This design comes from an exercise in tuning for small area and few clock cycles per item on the open sky130 flow, not from production work. In this exercise RTL edits were held to simulation tests only and were not proved equivalent to the original.

==> flow/design.v <==
package bfp_pkg;
  localparam logic [3:0] COMP_METH_BFP = 4'd1;
  localparam int         RB_SAMPLES    = 24;
  localparam int         BEATS_PER_RB  = 6;
  function automatic logic [63:0] byte_reverse(input logic [63:0] d);
    for (int i = 0; i < 8; i++) byte_reverse[8*i +: 8] = d[56-8*i +: 8];
  endfunction
endpackage
module bfp_decomp (
  input  logic        clk,
  input  logic        rst,
  input  logic [63:0] s_axis_tdata,
  input  logic [7:0]  s_axis_tkeep,
  input  logic        s_axis_tvalid,
  output logic        s_axis_tready,
  input  logic        s_axis_tlast,
  input  logic [31:0] s_axis_tuser,
  output logic [63:0] m_axis_tdata,
  output logic [7:0]  m_axis_tkeep,
  output logic        m_axis_tvalid,
  output logic        m_axis_tlast,
  output logic [31:0] m_axis_tuser,
  input  logic [3:0]  ctrl_ud_comp_meth,
  input  logic [3:0]  ctrl_ud_iq_width
);
  logic        in_pkt_q, last_in_q, bfp_q, expd_q;
  logic [3:0]  iqw_q, exp_q;
  logic [2:0]  k_q;           
  logic [3:0]  r_q;           
  logic [6:0]  sh_q;          
  logic [63:0] beat_q;        
  logic [63:0] din;
  logic [126:0] cat;
  logic        acc, want_acc;
  logic        f_bfp, f_w15, f_ext, f_xo, f_eop;
  logic [3:0]  f_e, f_r;
  logic [6:0]  f_sh, f_shn;
  logic        k5, xneed, ge_w, ge_w2, ge_2, m_xo, m_ext, lastseen, rb_left, nx;
  logic        fits_x, take_x, m_eop, cap;
  logic [4:0]  wq5;
  logic [4:0]  xa;
  logic [3:0]  e_x;
  logic [1:0]  csel;
  logic [3:0]  rr [4];
  logic [6:0]  dsh [4];
  logic        bfp, ext, xo, eop;
  logic [3:0]  iqw, e;
  logic [4:0]  w;
  logic [6:0]  sh;
  logic [63:0] v;
  logic [15:0] lo_keep, hi_fill, sg_sel;
  logic [3:0][15:0] smp;
  logic        unused_ok;
  assign unused_ok    = &{1'b0, s_axis_tkeep, beat_q[63]};
  assign m_axis_tkeep = 8'hFF;
  assign din = bfp_pkg::byte_reverse(s_axis_tdata);
  assign cat = {beat_q[62:0], din};
  assign f_bfp = (ctrl_ud_comp_meth == bfp_pkg::COMP_METH_BFP) && (ctrl_ud_iq_width != 4'd0);
  assign f_w15 = (ctrl_ud_iq_width == 4'd15);
  assign f_e   = f_bfp ? din[59:56] : 4'd0;
  assign f_ext = !f_bfp || !f_w15;
  assign f_xo  = f_bfp && f_w15;
  assign f_eop = !f_bfp && s_axis_tlast;
  assign f_r   = !f_bfp ? 4'd0 : f_w15 ? 4'd14 : 4'd14 - ctrl_ud_iq_width;
  assign f_sh  = f_bfp ? 7'd71 + {3'b0, ctrl_ud_iq_width} + {3'b0, f_e} : 7'd79;
  assign f_shn = !f_bfp ? 7'd79 :
                 f_w15  ? 7'd22 + {3'b0, f_e} :
                          7'd7 + {1'b0, ctrl_ud_iq_width, 2'b00} + {3'b0, ctrl_ud_iq_width} +
                          {3'b0, f_e};
  assign wq5   = bfp_q ? {1'b0, iqw_q} : 5'd16;
  assign k5    = (k_q == 3'd5);
  assign xneed = bfp_q && (k_q == 3'd0) && !expd_q;
  assign ge_w  = {1'b0, r_q} >= wq5;
  assign ge_w2 = {1'b0, r_q} >= wq5 + 5'd2;
  assign ge_2  = r_q >= 4'd2;
  assign want_acc = !in_pkt_q ? 1'b1 :
                    last_in_q ? 1'b0 :
                    !bfp_q    ? 1'b1 :
                    xneed     ? !ge_2 :
                    k5        ? !ge_w2 : !ge_w;
  assign s_axis_tready = want_acc;
  assign acc      = s_axis_tvalid && want_acc;
  assign m_xo     = xneed && (ge_2 || acc);
  assign m_ext    = !bfp_q ? acc : (!xneed && (ge_w || acc));
  assign lastseen = last_in_q || (acc && s_axis_tlast);
  assign rb_left  = acc ? (iqw_q == 4'd1 || iqw_q == 4'd2) : (iqw_q == 4'd1 && r_q >= 4'd9);
  assign nx       = !lastseen || rb_left;
  assign fits_x   = acc ? ({1'b0, r_q} + 5'd14 >= wq5) : ge_w2;
  assign take_x   = bfp_q && k5 && m_ext && nx && fits_x;
  assign m_eop    = m_ext && (bfp_q ? (k5 && !nx) : s_axis_tlast);
  assign cap      = m_xo || take_x;
  always_comb begin
    rr[0] = r_q;
    rr[1] = r_q - iqw_q;
    rr[2] = r_q - iqw_q - 4'd2;
    rr[3] = r_q - 4'd2;
    for (int c = 0; c < 4; c++) dsh[c] = 7'd63 - {1'b0, rr[c], 2'b00} + {2'b0, wq5};
    csel = !bfp_q  ? 2'd0 :
           m_xo    ? 2'd3 :
           take_x  ? 2'd2 :
           m_ext   ? 2'd1 : 2'd0;
  end
  assign xa = 5'd16 - {1'b0, r_q} + (k5 ? {1'b0, iqw_q} : 5'd0);
  always_comb begin
    logic [123:0] s;
    s = cat[123:0];
    for (int k = 4; k >= 0; k--) if (xa[k]) s = s << (4 << k);
    e_x = s[123:120];
  end
  assign bfp = in_pkt_q ? bfp_q : f_bfp;
  assign iqw = in_pkt_q ? iqw_q : ctrl_ud_iq_width;
  assign w   = bfp ? {1'b0, iqw} : 5'd16;
  assign e   = in_pkt_q ? (bfp_q ? exp_q : 4'd0) : f_e;
  assign sh  = in_pkt_q ? sh_q : f_sh;
  assign ext = acc && !in_pkt_q ? f_ext : m_ext && in_pkt_q;
  assign xo  = in_pkt_q ? m_xo : (acc && f_xo);
  assign eop = in_pkt_q ? m_eop : (acc && f_eop);
  always_comb begin
    logic [142:0] s;
    s = {16'd0, cat};
    for (int k = 6; k >= 0; k--) if (sh[k]) s = s << (1 << k);
    v = s[142:79];
  end
  always_comb begin
    for (int j = 0; j < 16; j++) begin
      lo_keep[j] = (5'(j) >= {1'b0, e});
      hi_fill[j] = (6'(j) >= {2'b0, e} + {1'b0, w});
      sg_sel[j]  = (6'(j) + 6'd1 == {2'b0, e} + {1'b0, w});
    end
  end
  always_comb begin
    for (int i = 0; i < 4; i++) begin
      logic [63:0] s;
      logic [15:0] f;
      logic        sg;
      s = v;
      for (int k = 3; k >= 0; k--) if (iqw[k]) s = s << (i << k);
      f  = (bfp || i == 0) ? s[63:48] : din[63-16*i -: 16];
      sg = |(f & sg_sel);
      for (int j = 0; j < 16; j++)
        smp[i][j] = lo_keep[j] & (hi_fill[j] ? sg : f[j]);
    end
  end
  always_ff @(posedge clk or posedge rst) begin
    if (rst) begin
      in_pkt_q      <= 1'b0;
      last_in_q     <= 1'b0;
      expd_q        <= 1'b0;
      k_q           <= '0;
      r_q           <= '0;
      m_axis_tvalid <= 1'b0;
      m_axis_tlast  <= 1'b0;
    end else begin
      m_axis_tvalid <= ext;
      m_axis_tlast  <= eop;
      if (acc) in_pkt_q <= 1'b1;
      if (acc && s_axis_tlast) last_in_q <= 1'b1;
      if (!in_pkt_q) begin
        if (acc) begin
          r_q    <= f_r;
          expd_q <= f_xo;
          k_q    <= (f_bfp && !f_xo) ? 3'd1 : 3'd0;
        end
      end else begin
        r_q <= rr[csel];
        if (cap) expd_q <= 1'b1;
        else if (m_ext) expd_q <= 1'b0;
        if (m_ext && bfp_q) k_q <= k5 ? 3'd0 : k_q + 3'd1;
      end
      if (eop) begin
        in_pkt_q  <= 1'b0;
        last_in_q <= 1'b0;
        expd_q    <= 1'b0;
        k_q       <= '0;
        r_q       <= '0;
      end
    end
  end
  always_ff @(posedge clk) begin
    if (!in_pkt_q) begin
      bfp_q        <= f_bfp;
      iqw_q        <= ctrl_ud_iq_width;
      m_axis_tuser <= s_axis_tuser;
      exp_q        <= f_e;
      sh_q         <= f_shn;
    end else begin
      if (cap) exp_q <= e_x;
      sh_q <= dsh[csel] + {3'b0, cap ? e_x : exp_q};
    end
    if (acc) beat_q <= din;
    m_axis_tdata <= bfp_pkg::byte_reverse({smp[0], smp[1], smp[2], smp[3]});
  end
endmodule
==> flow/run.sh <==
#!/bin/bash
# synth_recipe.tcl (not shown) runs the flow's synth.tcl, then flattens the netlist and writes it again
# the make line also repeats each setting of config.mk as NAME=value (left out here)
make -C /OpenROAD-flow-scripts/flow DESIGN_CONFIG=/design/flow/config.mk WORK_HOME=/design/flow/orfs CLKGATE_MAP_FILE= SYNTH_SCRIPT=/design/flow/synth_recipe.tcl finish
==> flow/config.mk <==
export PLATFORM = sky130hd
export DESIGN_NAME = bfp_decomp
export DESIGN_NICKNAME = bfp_decomp
export VERILOG_FILES = /design/flow/design.v
export SDC_FILE = /design/flow/constraint.sdc
export NUM_CORES = 4
export LEC_CHECK = 0
export ABC_AREA = 1
export CAP_MARGIN = 20
export CORE_MARGIN = 2
export CORE_UTILIZATION = 40
export SLEW_MARGIN = 20
==> flow/constraint.sdc <==
create_clock -name core_clock -period 8.0 [get_ports {clk}]
set_input_delay 1.6000 -clock core_clock [delete_from_list [all_inputs] [get_ports {clk}]]
set_output_delay 1.6000 -clock core_clock [all_outputs]
set_load 0.01 [all_outputs]
==> results.txt <==
-- cell families (layout without fill, tap and decap cells) --
kind of cell	after synthesis	after routing	synth area share (%)
simple gates	2257	2257	50.90
buf+inv	487	594	10.05
compound gates	383	383	10.65
flops	187	187	23.56
fa+ha+maj	61	61	4.080
xor+xnor	16	16	0.6945
other cells	1	10	0.01858
mux	1	1	0.04961
-- metrics by stage --
step,instances,setup slack [ns]
floorplan,3400,2.042
global placement,4147,0.3351
detailed placement,4147,0.2881
CTS,4179,0.8262
global route,4179,0.1742
finish,4181,0.5723
-- cell usage in the layout (no fill, tap or decap), drive strengths merged, types with 21 or more instances in the layout --
| cell | Yosys | layout |
|---|---|---|
| a21oi | 119 | 119 |
| a31oi | 21 | 21 |
| buf | 116 | 84 |
| clkdlybuf4s50 | 0 | 206 |
| dfxtp | 80 | 80 |
| edfxtp | 95 | 95 |
| ha | 53 | 53 |
| inv | 267 | 274 |
| nand2 | 969 | 969 |
| nand3 | 988 | 988 |
| nand4 | 108 | 108 |
| nor2 | 125 | 125 |
| nor3 | 21 | 21 |
| o21ai | 182 | 182 |
| or2 | 31 | 31 |
-- sequential cells by signal, indices dropped and copies added, names as in the netlist --
name / count
m_axis_tvalid: 1
in_pkt_q: 1
last_in_q: 1
exp_q: 4
m_axis_tlast: 1
expd_q: 1
bfp_q: 1
m_axis_tdata: 64
sh_q: 7
beat_q: 63
r_q: 4
k_q: 3
m_axis_tuser: 32
iqw_q: 4
-- final timing paths --
path	depth (start not counted)	start	endpoint
max in group asynchronous	2	rst	in_pkt_q
worst max register to register	26	k_q[0]	sh_q[6]
worst min-delay path	2	k_q[0]	k_q[0]
worst min register to register	2	k_q[0]	k_q[0]
min in group asynchronous	2	rst	m_axis_tvalid
worst max-delay path	37	ctrl_ud_iq_width[3]	m_axis_tdata[55]
-- worst max-delay path, delay by kind of cell --
family          cells  cell delay (ns)
fa+ha+maj           3             0.91
buf+inv             8             1.49
simple gates       25             3.69
compound gates      1             0.08
-- cell type report --
type	instances	share of cell area, %
Timing Repair Buffer	290	12.25
Clock inverter	15	0.7365
Tap cell	672	3.560
Inverter	272	4.323
Sequential cell	187	20.14
Multi-Input combinational cell	2726	57.17
Antenna cell	2	0.02119
Clock buffer	17	1.801
-- layer usage --
metal	part of all wire, %	GRT usage (%)
met1	39	50.53
met2	42	59.11
met3	11	10.14
met4	7.1	24.41
met5	0.044	0
==> reports/qor.yml <==
regArea_mm2: 0.004756
die-area_mm2: 0.05226
drc: 0
fin_crit_ns: 7.428
die_x_um: 228.6
reg2reg_slack_ns: 1.83
cts_resized: 0
grt_pass1_vias: 23720
die_h_um: 228.6
yosys-top-cells-area: "nand3_1 24%, nand2_1 18%, edfxtp_1 14%"
synth_edf_count: 95
required_ns: 8.38
via_per_inst: 6.104
yosys_warnings: 3
numCtsBuffers: 17
grt_max_degree: 93
drive_gt1_share_pct: 5.617
critPathLaunchType: "input pin"
drt_iter0_markers: 3834
nFillCells: 5410
cp_max_fo: 29
async_reset_ff_share_pct: 6.417
rsz0062_at_grt: "no"
hold_path_class: "flip-flop to flip-flop"
max_freq_mhz: 134.6
cap_viol_max_count: 0
htree_levels: 4
synthToLayoutAreaGrowth_pct: 17.03
synth_top_area_share_pct: 24.26
cts_tree: "done"
dr.pass1.iters: 7
clockRootBuffer: "clkbuf_16"
worstMarginPinSlew_ns: 1.095
port_buffers: 206
slew_viol_final: 0
whs_ns: 0.5593
synth_most_common_cell: "nand3_1"
synthCells: 3393
slew_headroom_pct: 26.73
clock_sinks: 187
dp_hpwl_um: 82530
start_util_pct: 40.38
gp_congestion: 1.035
yosysTopAreaCell: "nand3_1"
num_vias: 25520
cp.arrival_ns: 7.81
ys_seq_elements: 187
finalSetupViolCount: 0
cts_buffer_depth: 2
setup_tns_ns: 0
layout.nets: 3671
status: "finished clean"
utilization_pct: 47.26
io_pins: 223
avgSynthCellArea_um2: 5.947
slowest_stage: "clkdlybuf4s50_1"
wl_per_cell_um: 25.05
ant_nets: 0
num_rows: 82
cts_hold_buf: 0
hold_violations: 0
clk-insertion-delay-late_ns: 0.50
synth-main-ff-cell: "edfxtp_1"
grt_use_total_pct: 39.42
coreArea_mm2: 0.04997
synthTopCellsByCount: "978 x nand3_1, 966 x nand2_1, 257 x inv_1, 174 x o21ai_0, 119 x a21oi_1"
path_clk_slew_ns: 0.08
totalWireLength_um: 104700
grt_antenna_before_repair: 7
design_area_mm2: 0.02362
ys_types: 59
fin_crit_sh_pct: 92.85
cts_setup_buffers: 0
multiInputGateArea_mm2: 0.01350
overflow: 0
syn_area_mm2: 0.02018
grt_pass1_wl_um: 153800
finClkSkew_ns: 0.01186
path_class: "input pin to flip-flop"
slowest_delay_ns: 0.55
seq_area_frac_synth_pct: 23.56
place_area_mm2: 0.02301
crit_top_cell: "nand2_1"
crit_path_end_kind: "flip-flop"
Testbench counts, summed over its fixed seeds: cycles 10,627, items 10,579.

## static timing again, ports no longer ideal
The results above use ideal ports. As a check the final layout listed here was re-extracted and re-timed, cells and wires unchanged.
Step 1, drivers: a clkbuf_16 drives clk and a buf_2 each remaining input, both assumed.
Step 2 moves the port delays by t, midway between the first and last clock arrival at a register: inputs arrive t later, outputs are due t later. That takes back most of the time a late clock gives input paths.
Three values: no drivers, after step 1, after step 2; two values: the first two.
t (ns): 0.554
slack for setup (ns): 0.572 / 0.611 / 0.057
hold slack, ns: 0.559 / 0.559 / 0.559
pins driven straight from the clock port: 1
After both steps setup and hold are still met in this run. The setup slack of this run moves by +0.039 ns with the drivers and by -0.515 ns with both steps.
